From an optimization exercise on the open Yosys and OpenROAD flow, aimed at a short achievable clock period and few clock cycles per item; shortcuts taken in it are not production practice.
The RTL was checked by simulation tests, not by an equivalence proof against the original design.
No activity file was given, so power comes from the tool's default toggle rates.

[flow/run.sh]
#!/bin/bash
# synth_recipe.tcl (not shown) runs the flow's synth.tcl, then flattens the netlist and writes it again
# the make line also repeats each setting of config.mk as NAME=value (left out here)
make -C /OpenROAD-flow-scripts/flow DESIGN_CONFIG=/design/flow/config.mk WORK_HOME=/design/flow/orfs CLKGATE_MAP_FILE= SYNTH_SCRIPT=/design/flow/synth_recipe.tcl finish
[flow/config.mk]
export PLATFORM = sky130hd
export DESIGN_NAME = icache_subsys
export DESIGN_NICKNAME = icache_subsys
export VERILOG_FILES = /design/flow/design.v
export SDC_FILE = /design/flow/constraint.sdc
export NUM_CORES = 4
export LEC_CHECK = 0
export CAP_MARGIN = 20
export CORE_MARGIN = 2
export CORE_UTILIZATION = 40
export SLEW_MARGIN = 20
[flow/constraint.sdc]
create_clock -name core_clock -period 5.0 [get_ports {clk}]
set_input_delay 1.0000 -clock core_clock [delete_from_list [all_inputs] [get_ports {clk}]]
set_output_delay 1.0000 -clock core_clock [all_outputs]
set_load 0.01 [all_outputs]
[flow/design.v]
`default_nettype none
module icache_subsys #(
    parameter int RBW = 5                
) (
    input  wire        clk,
    input  wire        rst,
    input  wire        cpu_req_valid,
    input  wire [31:0] cpu_req_addr,
    output logic       cpu_req_ready,
    input  wire        flush,
    output logic       cpu_resp_valid,
    output logic [31:0] cpu_resp_data,
    output logic       cpu_resp_err,
    output logic [31:0] paddr,
    output logic       psel,
    output logic       penable,
    output logic       pwrite,
    input  wire [31:0] prdata,
    input  wire        pready,
    input  wire        pslverr
);
    localparam int ROB_DEPTH = 1 << RBW;
    logic [15:0]    valid_q;
    logic [25:0]    tag_q   [16];
    logic [31:0]    data_q  [16];
    logic [15:0]    pend_q;              
    logic [25:0]    ptag_q  [16];        
    logic [RBW-1:0] pslot_q [16];        
    logic [29:0]          rob_addr [ROB_DEPTH];    
    logic [31:0]          rob_data [ROB_DEPTH];
    logic [RBW-1:0]       rob_par  [ROB_DEPTH];    
    logic [ROB_DEPTH-1:0] rob_err;
    logic [ROB_DEPTH-1:0] rob_done;
    logic [ROB_DEPTH-1:0] rob_wait;
    logic [RBW:0]         head_q, lptr_q, tail_q;
    logic [RBW-1:0]       head_s, lptr_s, tail_s;
    assign head_s = head_q[RBW-1:0];
    assign lptr_s = lptr_q[RBW-1:0];
    assign tail_s = tail_q[RBW-1:0];
    logic ready_q, acc, full;
    assign full          = (tail_q - head_q) == ROB_DEPTH[RBW:0];
    assign cpu_req_ready = ready_q && !flush;
    assign acc           = cpu_req_valid && ready_q && !flush;
    logic           l_valid;
    logic [29:0]    l_addr;
    logic [RBW:0]   l_slot;
    logic [3:0]     l_idx;
    logic [25:0]    l_tag;
    logic           l_pend, l_ptag_eq, l_arr_hit;
    logic           l_stall, l_adv, l_take, l_hit, l_link, l_miss;
    assign l_idx = l_addr[3:0];
    assign l_tag = l_addr[29:4];
    logic [29:0]    mq_addr [ROB_DEPTH];
    logic [RBW:0]   mq_slot [ROB_DEPTH];
    logic [RBW-1:0] mq_head, mq_tail;
    logic           mq_empty;
    logic           psel_q, penable_q;
    logic [29:0]    paddr_q;
    logic [RBW:0]   fl_slot_q;
    logic           apb_end, apb_free, issue;
    logic           done_q, err_q, rollback;
    logic [31:0]    rdata_q;
    logic [29:0]    c_addr_q;
    logic [RBW:0]   c_slot_q;
    logic [3:0]     c_idx;
    logic [RBW-1:0] c_s;
    assign c_idx    = c_addr_q[3:0];
    assign c_s      = c_slot_q[RBW-1:0];
    assign rollback = done_q && err_q;
    assign l_pend    = pend_q[l_idx];
    assign l_ptag_eq = (ptag_q[l_idx] == l_tag);
    assign l_arr_hit = valid_q[l_idx] && (tag_q[l_idx] == l_tag);
    assign l_stall   = done_q && (c_idx == l_idx);
    assign l_adv     = l_valid && !l_stall && !rollback;
    assign l_take    = !l_valid || l_adv;
    assign l_hit     = !l_pend && l_arr_hit;
    assign l_link    = l_pend && l_ptag_eq;
    assign l_miss    = l_adv && !l_hit && !l_link;
    always_ff @(posedge clk)
    begin
        if (!full)
            rob_addr[tail_s] <= cpu_req_addr[31:2];
        if (l_take)
        begin
            if (lptr_q != tail_q)
            begin
                l_addr <= rob_addr[lptr_s];
                l_slot <= lptr_q;
            end
            else
            begin
                l_addr <= cpu_req_addr[31:2];
                l_slot <= tail_q;
            end
        end
    end
    logic [RBW:0] tail_d, head_d;
    logic         pop;
    assign pop    = (head_q != tail_q) && rob_done[head_s];
    assign tail_d = tail_q + {{RBW{1'b0}}, acc};
    assign head_d = head_q + {{RBW{1'b0}}, pop};
    always_ff @(posedge clk)
    begin
        if (rst)
        begin
            head_q  <= '0;
            lptr_q  <= '0;
            tail_q  <= '0;
            l_valid <= 1'b0;
            ready_q <= 1'b0;
        end
        else
        begin
            tail_q  <= tail_d;
            head_q  <= head_d;
            ready_q <= (tail_d - head_d) != ROB_DEPTH[RBW:0];
            if (rollback)
            begin
                lptr_q  <= c_slot_q + 1'b1;
                l_valid <= 1'b0;
            end
            else if (l_take)
            begin
                if (lptr_q != tail_q || acc)
                    lptr_q <= lptr_q + 1'b1;
                l_valid <= (lptr_q != tail_q) || acc;
            end
        end
    end
    logic [ROB_DEPTH-1:0] keep;
    always_comb
    begin
        for (int i = 0; i < ROB_DEPTH; i++)
            keep[i] = (RBW'(i) - head_s) <= (c_s - head_s);
    end
    always_ff @(posedge clk)
    begin
        if (l_valid)
            rob_data[l_slot[RBW-1:0]] <= data_q[l_idx];
        if (l_adv)
            rob_par[l_slot[RBW-1:0]] <= l_link ? pslot_q[l_idx] : l_slot[RBW-1:0];
        for (int i = 0; i < ROB_DEPTH; i++)
            if (done_q && !err_q && rob_wait[i] && rob_par[i] == c_s)
                rob_data[i] <= rdata_q;
    end
    always_ff @(posedge clk)
    begin
        if (rst)
        begin
            rob_done <= '0;
            rob_wait <= '0;
            rob_err  <= '0;
        end
        else
        begin
            if (rollback)
            begin
                rob_done <= rob_done & keep;
                rob_wait <= rob_wait & keep;
                rob_done[c_s] <= 1'b1;
                rob_wait[c_s] <= 1'b0;
                rob_err[c_s]  <= 1'b1;
            end
            else
            begin
                if (done_q)
                    for (int i = 0; i < ROB_DEPTH; i++)
                        if (rob_wait[i] && rob_par[i] == c_s)
                        begin
                            rob_done[i] <= 1'b1;
                            rob_wait[i] <= 1'b0;
                        end
                if (l_adv)
                begin
                    rob_done[l_slot[RBW-1:0]] <= l_hit;
                    rob_wait[l_slot[RBW-1:0]] <= !l_hit;
                    rob_err[l_slot[RBW-1:0]]  <= 1'b0;
                end
            end
            if (pop)
                rob_done[head_s] <= 1'b0;
        end
    end
    logic resp_valid_q, resp_err_q;
    logic [31:0] resp_data_q;
    always_ff @(posedge clk)
    begin
        if (rst)
            resp_valid_q <= 1'b0;
        else
            resp_valid_q <= pop;
        resp_data_q <= rob_data[head_s];
        resp_err_q  <= rob_err[head_s];
    end
    assign cpu_resp_valid = resp_valid_q;
    assign cpu_resp_data  = resp_data_q;
    assign cpu_resp_err   = resp_err_q;
    assign mq_empty = (mq_head == mq_tail);
    assign apb_end  = penable_q && pready;
    assign apb_free = !psel_q || (apb_end && !pslverr);
    assign issue    = apb_free && !rollback && (!mq_empty || l_miss);
    always_ff @(posedge clk)
    begin
        mq_addr[mq_tail] <= l_addr;
        mq_slot[mq_tail] <= l_slot;
        if (!psel_q || apb_end)
        begin
            if (!mq_empty)
            begin
                paddr_q   <= mq_addr[mq_head];
                fl_slot_q <= mq_slot[mq_head];
            end
            else
            begin
                paddr_q   <= l_addr;
                fl_slot_q <= l_slot;
            end
        end
        if (penable_q)
        begin
            c_addr_q <= paddr_q;
            c_slot_q <= fl_slot_q;
        end
        rdata_q <= prdata;
        err_q   <= pslverr;
    end
    always_ff @(posedge clk)
    begin
        if (rst)
        begin
            mq_head   <= '0;
            mq_tail   <= '0;
            psel_q    <= 1'b0;
            penable_q <= 1'b0;
            done_q    <= 1'b0;
        end
        else
        begin
            if (rollback)
                mq_head <= mq_tail;
            else
            begin
                if (l_miss)
                    mq_tail <= mq_tail + 1'b1;
                if (issue)
                    mq_head <= mq_head + 1'b1;
            end
            if (!psel_q || apb_end)
            begin
                psel_q    <= issue;
                penable_q <= 1'b0;
            end
            else
                penable_q <= 1'b1;
            done_q <= apb_end;
        end
    end
    assign psel    = psel_q;
    assign penable = penable_q;
    assign pwrite  = 1'b0;
    assign paddr   = {paddr_q, 2'b00};
    always_ff @(posedge clk)
    begin
        if (rst || flush)
            valid_q <= '0;
        else if (done_q && !err_q)
            valid_q[c_idx] <= 1'b1;
    end
    always_ff @(posedge clk)
    begin
        if (done_q && !err_q)
        begin
            tag_q[c_idx]  <= c_addr_q[29:4];
            data_q[c_idx] <= rdata_q;
        end
        if (l_miss)
        begin
            ptag_q[l_idx]  <= l_tag;
            pslot_q[l_idx] <= l_slot[RBW-1:0];
        end
    end
    always_ff @(posedge clk)
    begin
        if (rst || rollback)
            pend_q <= '0;
        else
        begin
            if (done_q && pslot_q[c_idx] == c_s)
                pend_q[c_idx] <= 1'b0;
            if (l_miss)
                pend_q[l_idx] <= 1'b1;
        end
    end
endmodule
`default_nettype wire
==> impl_metrics.py, run 1 <==
metrics = {
    "die": {
        "start_util": 0.4014,
        "coreArea_mm2": 0.5249,
        "rows": 266,
        "io_pins": 140,
        "die-area_mm2": 0.5326,
        "die_x_um": 729.8,
        "dieHeight_um": 729.8,
    },
    "critical_path": {
        "slowest_delay_ps": 620,
        "cpMostUsedCell": "buf_4",
        "crit_path_end_kind": "register",
        "cp_slowest_cell": "mux4_2",
        "critical_path_class": "reg2reg",
        "crit_family": "simple AND/OR/NAND/NOR gates",
        "path_buf_inv": 4,
        "cp_cell_sequence": "buf_4, mux4_2, mux4_2, nor4b_1, nand4_1, nor4_4, buf_4, a21oi_2, and2_4, nand2_1, buf_4, nor2_4, buf_4",
        "path_max_fanout": 43,
        "critical_path_required_ps": 5720,
        "start_kind": "register",
        "arrival_ps": 5500,
    },
    "power": {
        "vdd_ir_drop_max_uv": 419.7,
        "p_int_mw": 89.44,
        "swShare": 0.3055,
        "power_leakage_nw": 74.44,
        "power_mw": 128.8,
        "pwr-share-comb": 0.259,
        "p_seq_frac": 0.432,
        "p_switching_mw": 39.34,
        "power_density_mw_per_mm2": 532.7,
        "clkPwrFrac": 0.309,
    },
    "finish": {
        "final_nets": 12580,
        "drive_above_1_share": 0.2315,
        "final-instance-count-excl-fill": 19820,
        "syn_to_final_growth_pct": 14.75,
        "mostFrequentLayoutCell": "edfxtp_1",
        "layout.cells.most_common_list": "4828 x edfxtp_1, 1489 x nand2_1, 1368 x mux4_2",
    },
    "place": {
        "dp.cells": 18810,
        "dpl.hpwl_um": 338700,
        "routabilityCongestion": 0.8578,
        "portBuffers": 134,
    },
    "sta": {
        "fin_skew_ps": 115.6,
        "fmax_mhz": 209.3,
        "hold_viol": 0,
        "setup_viol": 0,
        "slew_headroom": 0.1965,
        "rsz0062_at_grt": "no",
        "tns_ps": 0,
        "worstMarginPinSlew_ps": 1205,
        "report.final.slew_viol_count": 0,
        "post-route-period-util": 0.9556,
        "period_minus_slack_ps": 4778,
    },
    "status": {
        "status": "finished clean",
    },
    "grt": {
        "antenna_found_initial": 18,
        "grt_max_degree": 129,
        "grt_pass1_vias": 114300,
        "grt_usage": 0.2190,
        "grt_pass1_wl_um": 844200,
        "overflow": 0,
    },
    "clock_tree": {
        "cts_root_buf": "clkbuf_16",
        "clockBufferDepth": 4,
        "path_clk_slew_ps": 60,
        "clkSinkCount": 5069,
        "cts-htree-levels": 6,
        "insertion_delay_ps": 1100,
        "postCtsSetupRepairBufs": 0,
        "cts_tree": "yes",
        "cts_buffers": 542,
    },
    "drt": {
        "routedWlPerCell_um": 29.95,
        "dr_wl_met3_um": 45910,
        "dr_wl_met2_um": 291600,
        "drt_first_pass_iters": 6,
        "drc": 0,
        "drt_iter0_markers": 13810,
        "vias_per_cell": 5.810,
        "drt-total-wl_um": 593600,
        "via_count": 115200,
        "m1WireLength_um": 237200,
        "antenna_left": 0,
        "highest_layer": "met5",
    },
    "logic_synthesis": {
        "ys_ff_latch": 5069,
        "synthFlopType": "edfxtp_1",
        "avgSynthCellArea_um2": 17.41,
        "netlist_instances": 12110,
        "synth_cell_types": 83,
        "ys.warnings.count": 1,
        "ys_async_sr_fraction": 0,
        "synth-edff-count": 4828,
        "syn_area_mm2": 0.2107,
        "ys_seq_area_frac": 0.7110,
    },
    "job": {
        "max-cap-violations": 0,
    },
    "hold_path": {
        "hp-class": "in2reg",
    },
}
Yosys cell counts (24+ instances only):
| library cell | count | area, um2 |
|---|---|---|
| nand2_1 | 1491 | 5597 |
| xor2_1 | 178 | 1559 |
| inv_1 | 65 | 244.0 |
| buf_1 | 134 | 503.0 |
| nor2b_1 | 33 | 206.5 |
| nor3_1 | 40 | 200.2 |
| mux4_2 | 1368 | 30810 |
| mux2i_1 | 179 | 1792 |
| buf_2 | 46 | 230.2 |
| xnor2_1 | 119 | 1042 |
| edfxtp_1 | 4828 | 145000 |
| a31oi_1 | 38 | 237.7 |
| clkbuf_1 | 727 | 2729 |
| nand2b_1 | 26 | 162.7 |
| and3_1 | 56 | 350.3 |
| mux2_2 | 24 | 270.3 |
| a21oi_1 | 231 | 1156 |
| a221oi_1 | 33 | 289.0 |
| a211oi_1 | 116 | 870.8 |
| ha_1 | 117 | 1464 |
| o21ai_0 | 1177 | 5891 |
| dfxtp_1 | 241 | 4825 |
| nor4_1 | 51 | 319.1 |
| nand3_1 | 63 | 315.3 |
| a21o_1 | 35 | 262.8 |
| nor2_1 | 363 | 1363 |
| and2_1 | 24 | 150.1 |
| o22ai_1 | 33 | 206.5 |
per-stage QoR:
step | setup slack, ps | hold WS, ps | utilization | instance area, um2
after floorplan | 15.57 | 400.3 | - | 210700
after global placement | 159.7 | 404.0 | 0.4271 | 224200
after detailed placement | 134.8 | 405.4 | 0.4272 | 224200
after CTS | 114.4 | 303.1 | 0.4605 | 241700
after global routing | 123.1 | 370.4 | 0.4606 | 241700
final | 222.0 | 369.8 | 0.4606 | 241800
power by group through the flow:
stage | combinational [mW] | clock [mW] | sequential (mW)
after floorplan | 21.0 | 0 | 55.9
after global placement | 33.0 | 0 | 56.5
after detailed placement | 33.5 | 0 | 56.6
after CTS | 33.6 | 40.3 | 55.7
after global routing | 36.0 | 41.9 | 55.7
final | 33.4 | 39.8 | 55.6
cells by family (layout without fill, tap and decap cells):
group,count (synthesis),in the layout,synth area share
other,1,20,0.00001780
flip-flops,5069,5069,0.7110
multiplexers,1594,1594,0.1589
AND/OR/NAND/NOR,2212,2212,0.04352
adder cells (fa/ha/maj),118,118,0.007043
AO/OA/AOI/OAI,1794,1794,0.04756
XOR/XNOR,297,297,0.01235
buffers and inverters,1020,1749,0.01965
per-layer routing:
metal  GRT usage  up-vias
li1            -    48580
met1      0.2967    60520
met2      0.3653     5046
met3     0.03545     1009
met4     0.06572       10
met5   0.0006350        -
repair_timing:
item / CTS / global route
resized for setup: 0 / 1
endpoints found under the hold margin: 0 / 0
setup endpoints to repair: 0 / 117
hold buffers: 0 / 0
path summary, 6_finish.rpt:
path / cells past startpoint / to / slack [ps] / startpoint
hold reg to reg: 0 / c_slot_q[1]$_DFFE_PP_ / 420 / fl_slot_q[1]$_DFFE_PN_
hold / removal: 1 / rdata_q[11]$_DFF_P_ / 370 / prdata[11]
setup reg to reg: 13 / ptag_q[10][0]$_DFFE_PP_ / 220 / l_addr[0]$_DFFE_PN_
setup / recovery: 13 / ptag_q[10][0]$_DFFE_PP_ / 220 / l_addr[0]$_DFFE_PN_
cell type report:
| class | count | area, um2 |
|---|---|---|
| Tap cell | 6968 | 8718 |
| Inverter | 72 | 287.8 |
| Clock inverter | 291 | 2770 |
| Multi-Input combinational cell | 6018 | 58360 |
| Timing Repair Buffer | 687 | 6977 |
| Antenna cell | 17 | 42.54 |
| Fill cell | 43990 | 283100 |
| Sequential cell | 5069 | 149900 |
| Clock buffer | 699 | 14690 |
sequential cells by signal, summed over array words and instances, names as in the netlist, 160 cells and up, named ones only:
register  count
rob_par     160
data_q      512
rob_addr    960
mq_addr     960
ptag_q      416
rob_data   1024
tag_q       416
mq_slot     192
worst register-to-register path, cell delays in order (launching register included):
cell,delay [ps]
edfxtp_1,520
buf_4,500
mux4_2,400
mux4_2,620
nor4b_1,550
nand4_1,290
nor4_4,270
buf_4,220
a21oi_2,180
and2_4,230
nand2_1,170
buf_4,180
nor2_4,40
buf_4,230
Testbench counts, summed over its fixed seeds: cycles 16,349, items 12,000.
==> run 2, diff against run 1 <==
--- a/flow/design.v
+++ b/flow/design.v
@@ -1,6 +1,6 @@
 `default_nettype none
 module icache_subsys #(
-    parameter int RBW = 5                
+    parameter int RBW = 6                
 ) (
     input  wire        clk,
     input  wire        rst,
==> impl_metrics.py, run 2 <==
metrics = {
    "critical_path": {
        "cp_slowest_cell": "mux4_2",
        "reg2regPathDepth": 22,
        "cpMostUsedCell": "mux4_2",
        "crit_path_end_kind": "register",
        "path_max_fanout": 5,
        "cp_cell_sequence": "buf_12, buf_12, mux4_2, mux4_2, mux4_2, o31ai_4, inv_1, ha_2, ha_1, inv_1, ha_1, nor2b_1, o21ai_1, nand2b_1, and2_4, o21ai_1, buf_4, nand2b_1, nor3_2, a31oi_1, nor3_2, nor2_1",
        "crit_family": "multiplexers",
        "critical_path_required_ps": 5970,
        "path_depth": 22,
        "arrival_ps": 5840,
        "critical_path_class": "reg2reg",
        "path_buf_inv": 5,
        "slowest_delay_ps": 610,
        "start_kind": "register",
    },
    "sta": {
        "post-route-period-util": 0.9733,
        "fin_ws_ps": 133.6,
        "hold_viol": 0,
        "report.final.slew_viol_count": 0,
        "fmax_mhz": 205.5,
        "setup_viol": 0,
        "slew_headroom": 0.1953,
        "fin_skew_ps": 159.4,
        "hold_slack_ps": 184.7,
        "period_minus_slack_ps": 4866,
        "worstMarginPinSlew_ps": 1207,
    },
    "status": {
        "status": "finished clean",
    },
    "finish": {
        "drive_above_1_share": 0.2414,
        "largest_reg_flops": 2048,
        "syn_to_final_growth_pct": 14.89,
        "post-route-util": 0.4607,
        "fillers": 75670,
        "reg_top3": "rob_data (2048), mq_addr (1920), rob_addr (1920)",
        "layout.cells.most_common_list": "8271 x edfxtp_1, 2480 x mux4_2, 2445 x nand2_1",
        "final_nets": 21690,
        "largest-register": "rob_data",
        "mostFrequentLayoutCell": "edfxtp_1",
    },
    "logic_synthesis": {
        "yosysMostFrequentCell": "edfxtp_1",
        "synth_top_area_cell": "edfxtp_1",
        "netlist_top_cells_count": "8271 x edfxtp_1, 2480 x mux4_2, 2448 x nand2_1",
        "synth_top_cells_by_area": "edfxtp_1 69%, mux4_2 15%, o21ai_0 3.1%, nand2_1 2.5%, dfxtp_1 1.9%",
        "ys_seq_area_frac": 0.7053,
        "syn_area_mm2": 0.3619,
        "ys.warnings.count": 1,
        "avgSynthCellArea_um2": 17.21,
        "ys_ff_latch": 8614,
        "synth_cell_types": 90,
        "yosysTopAreaCellShare": 0.6863,
        "synthFlopType": "edfxtp_1",
        "ys_async_sr_fraction": 0,
        "synth-edff-count": 8271,
        "netlist_instances": 21030,
    },
    "power": {
        "clkPwrFrac": 0.302,
        "power_leakage_nw": 125.4,
        "power_density_mw_per_mm2": 517.4,
        "p_seq_frac": 0.431,
        "pwr-share-comb": 0.267,
        "vdd_ir_drop_max_uv": 523.8,
        "p_switching_mw": 66.47,
        "swShare": 0.3090,
        "power_mw": 215.1,
        "p_int_mw": 148.7,
    },
    "die": {
        "die-area_mm2": 0.9124,
        "rows": 349,
        "io_pins": 140,
        "start_util": 0.4009,
        "dieHeight_um": 955.2,
        "coreArea_mm2": 0.9026,
        "die_x_um": 955.2,
    },
    "drt": {
        "drt_iter0_markers": 27610,
        "vias_per_cell": 5.967,
        "antenna_left": 0,
        "drc": 0,
        "drt_first_pass_iters": 9,
        "routedWlPerCell_um": 32.00,
        "via_count": 203800,
        "drt-total-wl_um": 1093000,
    },
    "hold_path": {
        "whs_path_depth": 1,
        "hp-class": "in2reg",
    },
    "place": {
        "dpl_worst_slack_ps": 34.74,
        "dpl.hpwl_um": 653600,
        "portBuffers": 134,
        "routabilityCongestion": 0.9312,
    },
    "clock_tree": {
        "cts_buffers": 876,
        "cts_hold_buf": 0,
        "cts_tree": "yes",
        "path_clk_slew_ps": 60,
        "cts-htree-levels": 6,
        "insertion_delay_ps": 1270,
        "cts_root_buf": "clkbuf_16",
        "clkSinkCount": 8614,
        "clockBufferDepth": 4,
    },
    "grt": {
        "grt_max_degree": 166,
        "grt_pass1_wl_um": 1530000,
        "antenna_found_initial": 73,
        "grt_usage": 0.2331,
        "grt_pass1_vias": 199200,
        "overflow": 0,
    },
    "job": {
        "max-cap-violations": 0,
    },
}
run 2: worst register-to-register path, stage by stage, from the launching register on:
cell      delay [ps]
dfxtp_4          350
buf_12           140
buf_12           120
mux4_2           540
mux4_2           560
mux4_2           610
o31ai_4          110
inv_1             70
ha_2             190
ha_1             270
inv_1             60
ha_1             290
nor2b_1          140
o21ai_1          160
nand2b_1         100
and2_4           170
o21ai_1          120
buf_4            110
nand2b_1          90
nor3_2           170
a31oi_1           80
nor3_2           220
nor2_1            60
run 2: kinds of logic (layout without fill, tap and decap cells):
group | after synthesis | after routing | share of synthesized area
other | 1 | 38 | 0.00001036
buffers and inverters | 1871 | 3019 | 0.02019
muxes | 2711 | 2711 | 0.1611
xor gates and xnor gates | 556 | 556 | 0.01346
DFF | 8614 | 8614 | 0.7053
adders and majority gates | 189 | 189 | 0.006576
AOI/OAI and AO/OA | 3233 | 3233 | 0.04881
and+or+nand+nor | 3856 | 3856 | 0.04462
run 2: final cells by class:
cell class | instances | area (um2) | area share
Antenna cell | 35 | 87.58 | 0.0002106
Timing Repair Buffer | 1244 | 14030 | 0.03374
Sequential cell | 8614 | 255400 | 0.6143
Multi-Input combinational cell | 10550 | 102400 | 0.2463
Clock buffer | 1161 | 23450 | 0.05639
Tap cell | 11930 | 14930 | 0.03591
Clock inverter | 465 | 4872 | 0.01172
Inverter | 149 | 579.3 | 0.001393
run 2: metal layers:
metal,vias up,global-route usage,wire length (um)
met3,1777,0.03704,95260
li1,84140,-,-
met1,107600,0.3290,439700
met5,-,0,175
met4,26,0.07332,38700
met2,10200,0.3749,518900
run 2: repair_timing:
item / CTS / global route
gates cloned: 0 / 0
gates resized for setup: 1 / 13
setup buffers: 0 / 9
pin swaps: 0 / 3
endpoints found under the setup margin: 1 / 90
run 2: through the flow:
stage	TNS (ps)	cell area, um2	cells
floorplan	0	362000	21030
global placement	-280.5	387100	32480
detailed placement	0	387200	32480
CTS	0	415500	34100
global route	-13.89	415700	34130
finish	0	415800	34150
run 2: final timing paths:
kind	slack, ps	endpoint	start
worst min register to register	420	c_slot_q[5]$_DFFE_PP_	fl_slot_q[5]$_DFFE_PN_
worst max register to register	130	ready_q$_SDFF_PP0_	head_q[0]$_SDFF_PP0_
worst max-delay path	130	ready_q$_SDFF_PP0_	head_q[0]$_SDFF_PP0_
worst min-delay path	180	rob_addr[20][0]$_DFFE_PP_	cpu_req_addr[2]
run 2: power by group through the flow:
stage                     Combinational [mW]  Sequential [mW]  Clock, mW
after floorplan                         33.5             94.4          0
after global placement                  55.9             94.3          0
after detailed placement                57.2             94.4          0
after CTS                               57.3             92.8       65.8
after global routing                    61.3             93.0       68.5
final                                   57.4             92.8       64.9
Testbench counts of run 2, summed over its fixed seeds: cycles 15,107, items 12,000.

## static timing again, ports no longer ideal
The flow's constraints put no driver on any port. The routed layouts listed below were extracted and timed again, unchanged, in two steps. Step 1 (the two cells are an assumption about what drives the block):
set clk [get_ports {clk}]
set_driving_cell -lib_cell sky130_fd_sc_hd__clkbuf_16 $clk
set_driving_cell -lib_cell sky130_fd_sc_hd__buf_2 [delete_from_list [all_inputs] $clk]
Step 2 moves the port delays by t, midway between the first and last clock arrival at a register: inputs arrive t later, outputs are due t later. That takes back most of the time a late clock gives input paths. Slacks: ideal / step 1 / step 2; pairs: ideal / step 1.
run | shift t [ns] | slack for setup (ns) | hold slack, ns | worst slew at a driven data input, ns | pins driven straight from the clock port
run 1 | 1.158 | 0.222 / 0.222 / 0.222 | 0.370 / 0.282 / 0.419 | 0.18 | 1
run 2 | 1.329 | 0.134 / 0.134 / 0.134 | 0.185 / 0.083 / 0.420 | 0.18 | 1
After both steps setup and hold are still met in every run listed.
